From an optimization exercise on the open Yosys and OpenROAD flow, aimed at small area; shortcuts taken in it are not production practice.
The RTL was checked by simulation tests, not by an equivalence proof against the original design. The clock port is modelled as an ideal driver; clocking choices that lean on that would not hold on a real chip.

==> inputs of run a <==
==> flow/design.v <==
package fc_output_collector_pkg;
    localparam int N_HIDDEN   = 128;
    localparam int DATA_W_DEF = 16;
    localparam int CNT_W_DEF  = 8;
endpackage
module fc_output_collector_act_buffer #(
    parameter int DEPTH  = 128,
    parameter int DATA_W = 15
) (
    input  logic              clk,
    input  logic              shift,
    input  logic              shift_n,
    input  logic              par,
    input  logic [DATA_W-1:0] din,
    output logic [DATA_W-1:0] dout
);
    logic [DATA_W-1:0] in_r;
    logic [DATA_W-1:0] sr_r [1:DEPTH-1];
    always_ff @(posedge clk) begin
        in_r <= din;
    end
    always_ff @(posedge clk) begin
        sr_r[1] <= ~((({DATA_W{par}} ^ in_r) | {DATA_W{shift_n}}) & (sr_r[1] | {DATA_W{shift}}));
    end
    for (genvar i = 2; i < DEPTH; i++) begin : g_stage
        always_ff @(posedge clk) begin
            sr_r[i] <= ~((sr_r[i-1] | {DATA_W{shift_n}}) & (sr_r[i] | {DATA_W{shift}}));
        end
    end
    assign dout = sr_r[DEPTH-1] ^ {DATA_W{par}};
endmodule
module fc_output_collector #(
    parameter int N_NEURONS = fc_output_collector_pkg::N_HIDDEN,
    parameter int DATA_W    = fc_output_collector_pkg::DATA_W_DEF,
    parameter bit RELU_EN   = 1'b1,
    parameter int CNT_W     = fc_output_collector_pkg::CNT_W_DEF
) (
    input  logic                  clk,
    input  logic                  reset,
    input  logic [DATA_W-1:0]     s_data,
    input  logic                  s_valid,
    input  logic                  s_done,
    output logic                  m_start,
    output logic [DATA_W-1:0]     m_data,
    output logic                  m_valid,
    output logic                  frame_done,
    output logic                  busy,
    output logic                  err_short,
    output logic                  err_drop
);
    localparam int IDX_W = (N_NEURONS > 1) ? $clog2(N_NEURONS) : 1;
    localparam int MEM_W = RELU_EN ? DATA_W - 1 : DATA_W;
    logic [IDX_W-1:0]  idx_r;
    logic              last_s;
    logic              we_s;
    logic              complete_s;
    logic              abort_s;
    logic              next_valid_s;
    logic [MEM_W-1:0]  wdata_s;
    logic [MEM_W-1:0]  rdata_s;
    logic              shift_r;
    logic              shift_n_r;
    logic              par_r;
    logic              m_start_r;
    logic [MEM_W-1:0]  m_data_r;
    logic              m_valid_r;
    logic              frame_done_r;
    logic              busy_r;
    logic              err_short_r;
    logic              err_drop_r;
    assign last_s       = (idx_r == IDX_W'(N_NEURONS - 1));
    assign we_s         = !busy_r && s_valid;
    assign complete_s   = we_s && last_s;
    assign abort_s      = !busy_r && s_done && !complete_s && (idx_r != '0);
    assign next_valid_s = m_start_r || (m_valid_r && !last_s);
    if (RELU_EN) begin : g_relu
        assign wdata_s = s_data[DATA_W-1] ? '0 : s_data[MEM_W-1:0];
    end else begin : g_norelu
        assign wdata_s = s_data;
    end
    fc_output_collector_act_buffer #(
        .DEPTH  (N_NEURONS),
        .DATA_W (MEM_W)
    ) u_act_buffer (
        .clk     (clk),
        .shift   (shift_r),
        .shift_n (shift_n_r),
        .par     (par_r),
        .din     (wdata_s),
        .dout    (rdata_s)
    );
    always_ff @(posedge clk or negedge reset) begin
        if (!reset) begin
            shift_r   <= 1'b0;
            shift_n_r <= 1'b1;
            par_r     <= 1'b0;
        end else begin
            shift_r   <= s_valid || busy_r;
            shift_n_r <= !(s_valid || busy_r);
            par_r     <= !par_r;
        end
    end
    always_ff @(posedge clk or negedge reset) begin
        if (!reset) begin
            idx_r        <= '0;
            m_start_r    <= 1'b0;
            m_data_r     <= '0;
            m_valid_r    <= 1'b0;
            frame_done_r <= 1'b0;
            busy_r       <= 1'b0;
            err_short_r  <= 1'b0;
            err_drop_r   <= 1'b0;
        end else begin
            if (abort_s) begin
                idx_r <= '0;
            end else if (we_s || m_valid_r) begin
                idx_r <= idx_r + 1'b1;
            end
            m_start_r    <= complete_s;
            m_valid_r    <= next_valid_s;
            m_data_r     <= next_valid_s ? rdata_s : '0;
            frame_done_r <= m_valid_r && last_s;
            busy_r       <= complete_s || (busy_r && !frame_done_r);
            err_short_r  <= err_short_r || abort_s;
            err_drop_r   <= err_drop_r || (busy_r && s_valid);
        end
    end
    assign m_start    = m_start_r;
    assign m_data     = {{(DATA_W-MEM_W){1'b0}}, m_data_r};
    assign m_valid    = m_valid_r;
    assign frame_done = frame_done_r;
    assign busy       = busy_r;
    assign err_short  = err_short_r;
    assign err_drop   = err_drop_r;
endmodule
==> flow/flow/run.sh <==
#!/bin/bash
# Layout flow: the standard ORFS flow (standard.sh) with these changes:
# - port buffers use the smallest buffer cell;
# - after global placement, flow/fanout_tree.tcl rebuilds the buffer trees of
#   the two shift-register control nets as one level of clustered buf_4s;
# - clock tree synthesis uses larger sink clusters of clkbuf_16 and inserts
#   no dummy loads.
# make's output goes to orfs_make.log; each ORFS step logs under orfs/logs.
set -euo pipefail
HERE=$(pwd)
CTS="-sink_clustering_enable -repair_clock_nets -sink_clustering_size 34 -sink_clustering_max_diameter 90 -buf_list sky130_fd_sc_hd__clkbuf_16 -dont_use_dummy_load"
bash standard.sh \
  "BUFFER_PORTS_ARGS=-buffer_cell sky130_fd_sc_hd__buf_1" \
  "POST_GLOBAL_PLACE_TCL=$HERE/flow/fanout_tree.tcl" \
  "CTS_ARGS=$CTS" \
  finish > orfs_make.log 2>&1
==> flow/flow/fanout_tree.tcl <==
# Rebuild the buffer trees of the shift-register control nets (the nets driven
# by the shift_r and shift_n_r flip-flops): the loads are split by recursive
# bisection into clusters of at most ft_max pins, each driven by one
# buf_4 placed at its centre, and the leaf buffers are driven by one buf_12
# at their centre.
proc ft_is_buf {master} {
  return [regexp {__(buf|clkbuf)_[0-9]+$} $master]
}

proc ft_split {pts k} {
  # pts: list of {x y pinname}; splits them into k clusters of near-equal
  # size by recursive bisection across the longer side.
  if {$k <= 1} { return [list $pts] }
  set xs [lsort -real [lmap p $pts {lindex $p 0}]]
  set ys [lsort -real [lmap p $pts {lindex $p 1}]]
  set dx [expr {[lindex $xs end] - [lindex $xs 0]}]
  set dy [expr {[lindex $ys end] - [lindex $ys 0]}]
  set i [expr {$dx >= $dy ? 0 : 1}]
  set s [lsort -real -index $i $pts]
  set k1 [expr {$k / 2}]
  set h [expr {[llength $s] * $k1 / $k}]
  return [concat [ft_split [lrange $s 0 [expr {$h - 1}]] $k1] \
            [ft_split [lrange $s $h end] [expr {$k - $k1}]]]
}

proc ft_centre {pts} {
  set sx 0.0; set sy 0.0
  foreach p $pts { set sx [expr {$sx + [lindex $p 0]}]; set sy [expr {$sy + [lindex $p 1]}] }
  set n [llength $pts]
  return [list [expr {$sx / $n}] [expr {$sy / $n}]]
}

proc ft_rebuild {pattern max leaf root} {
  set block [ord::get_db_block]
  set dbu [$block getDbUnitsPerMicron]
  set drv ""
  foreach inst [$block getInsts] {
    if {[string match $pattern [$inst getName]]} { set drv $inst; break }
  }
  if {$drv eq ""} { puts "fanout_tree: no instance matches $pattern"; return }
  set q [$drv findITerm Q]
  # Walk the buffer tree below the flip-flop.
  set bufs {}
  set todo [list [$q getNet]]
  set nloads 0
  while {[llength $todo]} {
    set net [lindex $todo 0]; set todo [lrange $todo 1 end]
    foreach it [$net getITerms] {
      if {[$it isOutputSignal]} { continue }
      set inst [$it getInst]
      if {[ft_is_buf [[$inst getMaster] getName]]} {
        lappend bufs [$inst getName]
        lappend todo [[$inst findITerm X] getNet]
      } else {
        incr nloads
      }
    }
  }
  puts "fanout_tree: [$drv getName]: [llength $bufs] buffers, $nloads loads"
  # Remove the old tree: bypass each buffer, leaves first.
  foreach name [lreverse $bufs] {
    set b [$block findInst $name]
    set in [[[$b findITerm A] getNet] getName]
    set out [[[$b findITerm X] getNet] getName]
    set loads {}
    foreach it [[[$b findITerm X] getNet] getITerms] {
      if {[$it getInst] eq $b} { continue }
      lappend loads "[[$it getInst] getName]/[[$it getMTerm] getName]"
    }
    foreach l $loads {
      disconnect_pin $out [get_pins $l]
      connect_pin $in [get_pins $l]
    }
    delete_instance [get_cells $name]
    delete_net [get_nets $out]
  }
  estimate_parasitics -placement
  set net [$q getNet]
  set pts {}
  foreach it [$net getITerms] {
    if {[$it isOutputSignal]} { continue }
    set inst [$it getInst]
    set b [$inst getBBox]
    lappend pts [list [expr {([$b xMin] + [$b xMax]) / 2.0 / $dbu}] [expr {([$b yMin] + [$b yMax]) / 2.0 / $dbu}] "[$inst getName]/[[$it getMTerm] getName]"]
  }
  set clusters [ft_split $pts [expr {([llength $pts] + $max - 1) / $max}]]
  set leafins {}
  set i 0
  foreach c $clusters {
    set pins [get_pins [lmap p $c {lindex $p 2}]]
    set xy [ft_centre $c]
    set b [insert_buffer -buffer_cell $leaf -net [get_nets [$net getName]] -load_pins $pins -location $xy]
    lappend leafins [list {*}$xy "[get_full_name $b]/A"]
    incr i
  }
  set xy [ft_centre $leafins]
  insert_buffer -buffer_cell $root -net [get_nets [[$q getNet] getName]] -load_pins [get_pins [lmap p $leafins {lindex $p 2}]] -location $xy
  puts "fanout_tree: [$drv getName]: $i leaf buffers"
}

if {![info exists ft_max]} { set ft_max 100 }
foreach pat {shift_r$* shift_n_r$*} {
  ft_rebuild $pat $ft_max sky130_fd_sc_hd__buf_4 sky130_fd_sc_hd__buf_12
}
==> flow/standard.sh <==
#!/bin/bash
# synth_recipe.tcl (not shown) runs the flow's synth.tcl, then flattens the netlist and writes it again
# the make line also repeats each setting of config.mk as NAME=value (left out here)
make -C /OpenROAD-flow-scripts/flow DESIGN_CONFIG=/design/flow/config.mk WORK_HOME=/design/flow/orfs CLKGATE_MAP_FILE= SYNTH_SCRIPT=/design/flow/synth_recipe.tcl "${@:-finish}"
==> flow/config.mk <==
export PLATFORM = sky130hd
export DESIGN_NAME = fc_output_collector
export DESIGN_NICKNAME = fc_output_collector
export VERILOG_FILES = /design/flow/design.v
export SDC_FILE = /design/flow/constraint.sdc
export NUM_CORES = 4
export LEC_CHECK = 0
export CAP_MARGIN = 20
export CORE_MARGIN = 2
export CORE_UTILIZATION = 60
export SLEW_MARGIN = 20
==> flow/constraint.sdc <==
create_clock -name core_clock -period 4.0 [get_ports {clk}]
set_input_delay 0.8000 -clock core_clock [delete_from_list [all_inputs] [get_ports {clk}]]
set_output_delay 0.8000 -clock core_clock [all_outputs]
set_load 0.01 [all_outputs]
==> run b (differences from run a) <==
--- a/flow/flow/run.sh
+++ b/flow/flow/run.sh
@@ -9,5 +9,5 @@
 set -euo pipefail
 HERE=$(pwd)
-CTS="-sink_clustering_enable -repair_clock_nets -sink_clustering_size 34 -sink_clustering_max_diameter 90 -buf_list sky130_fd_sc_hd__clkbuf_16 -dont_use_dummy_load"
+CTS="-sink_clustering_enable -repair_clock_nets -sink_clustering_size 20 -sink_clustering_max_diameter 80 -buf_list sky130_fd_sc_hd__clkbuf_8 -dont_use_dummy_load"
 bash standard.sh \
   "BUFFER_PORTS_ARGS=-buffer_cell sky130_fd_sc_hd__buf_1" \
--- a/flow/config.mk
+++ b/flow/config.mk
@@ -8,4 +8,4 @@
 export CAP_MARGIN = 20
 export CORE_MARGIN = 2
-export CORE_UTILIZATION = 60
+export CORE_UTILIZATION = 70
 export SLEW_MARGIN = 20
==> run c (differences from run a) <==
==> flow/flow/run.sh (replaced) <==
#!/bin/bash
# Layout flow: the standard ORFS flow (standard.sh) with these changes:
# port buffers use the smallest buffer cell; clock tree synthesis uses
# larger sink clusters of clkbuf_16 and inserts no dummy loads; global
# placement is not timing driven, and synthesis buffers are removed before it
# so that the resize step buffers the design.
set -euo pipefail
HERE=$(pwd)
CTS="-sink_clustering_enable -repair_clock_nets -sink_clustering_size 36 -sink_clustering_max_diameter 80 -buf_list sky130_fd_sc_hd__clkbuf_16 -dont_use_dummy_load"
bash standard.sh \
  "BUFFER_PORTS_ARGS=-buffer_cell sky130_fd_sc_hd__buf_1" \
  "CTS_ARGS=$CTS" \
  "GPL_TIMING_DRIVEN=0" \
  "PRE_GLOBAL_PLACE_TCL=$HERE/flow/pre_gpl.tcl" \
  finish > orfs_make.log 2>&1
==> flow/flow/pre_gpl.tcl (new file) <==
remove_buffers
--- a/flow/config.mk
+++ b/flow/config.mk
@@ -6,6 +6,6 @@
 export NUM_CORES = 4
 export LEC_CHECK = 0
-export CAP_MARGIN = 20
+export CAP_MARGIN = 0
 export CORE_MARGIN = 2
 export CORE_UTILIZATION = 60
-export SLEW_MARGIN = 20
+export SLEW_MARGIN = 0
removed: flow/flow/fanout_tree.tcl
==> flow_metrics.env <==
export IMPL_wl_met3_mm=1.50
export IMPL_final_cell_area_sq_um=55500
export IMPL_grtUsageMet2_pct=26.6
export IMPL_nClkBuffers=67
export IMPL_p_seq_mw=24.0
export IMPL_setup_worst_path_end_class="flip-flop"
export IMPL_signal_buffers=82
export IMPL_power_clock_total_mw=8.28
export IMPL_status="complete, no violations"
export IMPL_multi_input_area_share_pct=22.8
export IMPL_h_tree_depth=3
That was run a.
==> flow_metrics.env <==
export IMPL_drv_cap=0
export IMPL_grtUsageMet2_pct=26.9
export IMPL_multi_input_area_share_pct=22.3
export IMPL_setup_worst_path_end_class="flip-flop"
export IMPL_signal_buffers=101
export IMPL_p_seq_mw=24.0
export IMPL_h_tree_depth=2
export IMPL_r2r_start="shift_n_r"
export IMPL_final_cell_area_sq_um=56700
export IMPL_portBuffers=40
export IMPL_status="complete, no violations"
export IMPL_power_clock_total_mw=7.91
That was run c.
==> flow_metrics.env <==
export IMPL_synth_mux_area_share_pct=0.0186
export IMPL_status="complete, no violations"
export IMPL_drv_cap=0
export IMPL_setup_worst_path_end_class="output pin"
export IMPL_wire_per_inst_um=16.1
export IMPL_synth_compound_area_share_pct=22.4
export IMPL_wl_met3_mm=2.11
export IMPL_nClkBuffers=107
export IMPL_routed_wl_mm=83.7
export IMPL_post_cts_resize_count=0
export IMPL_p_seq_mw=24.1
export IMPL_grtUsageMet2_pct=34.1
export IMPL_power_clock_total_mw=7.61
export IMPL_signal_buffers=83
export IMPL_slowest_stage="dfrtp_1"
export IMPL_fin_cells=5191
export IMPL_h_tree_depth=3
export IMPL_final_cell_area_sq_um=55200
That was run b.

## port drivers added, routing unchanged
The flow's constraints put no driver on any port. The routed layouts listed below were extracted and timed again, unchanged, in two steps. Step 1 assumes that a clkbuf_16 drives the clock port and a buf_2 every other input. Step 2 times the ports against the registers' clock, not the clock port: input delays grow and output delays shrink by t, the midpoint of the rising clock arrivals with the driver on. a / b / c = ideal ports / drivers / drivers and shift; a / b = the first two.
run	t, ns	setup WS [ns]	worst setup path at the end
run a	0.693	1.845 / 1.824 / 1.845	register to register
run b	0.792	1.758 / 1.693 / 1.890	register to register
run c	0.719	0.320 / 0.320 / 0.320	register to register
After both steps setup and hold are still met in every run listed.
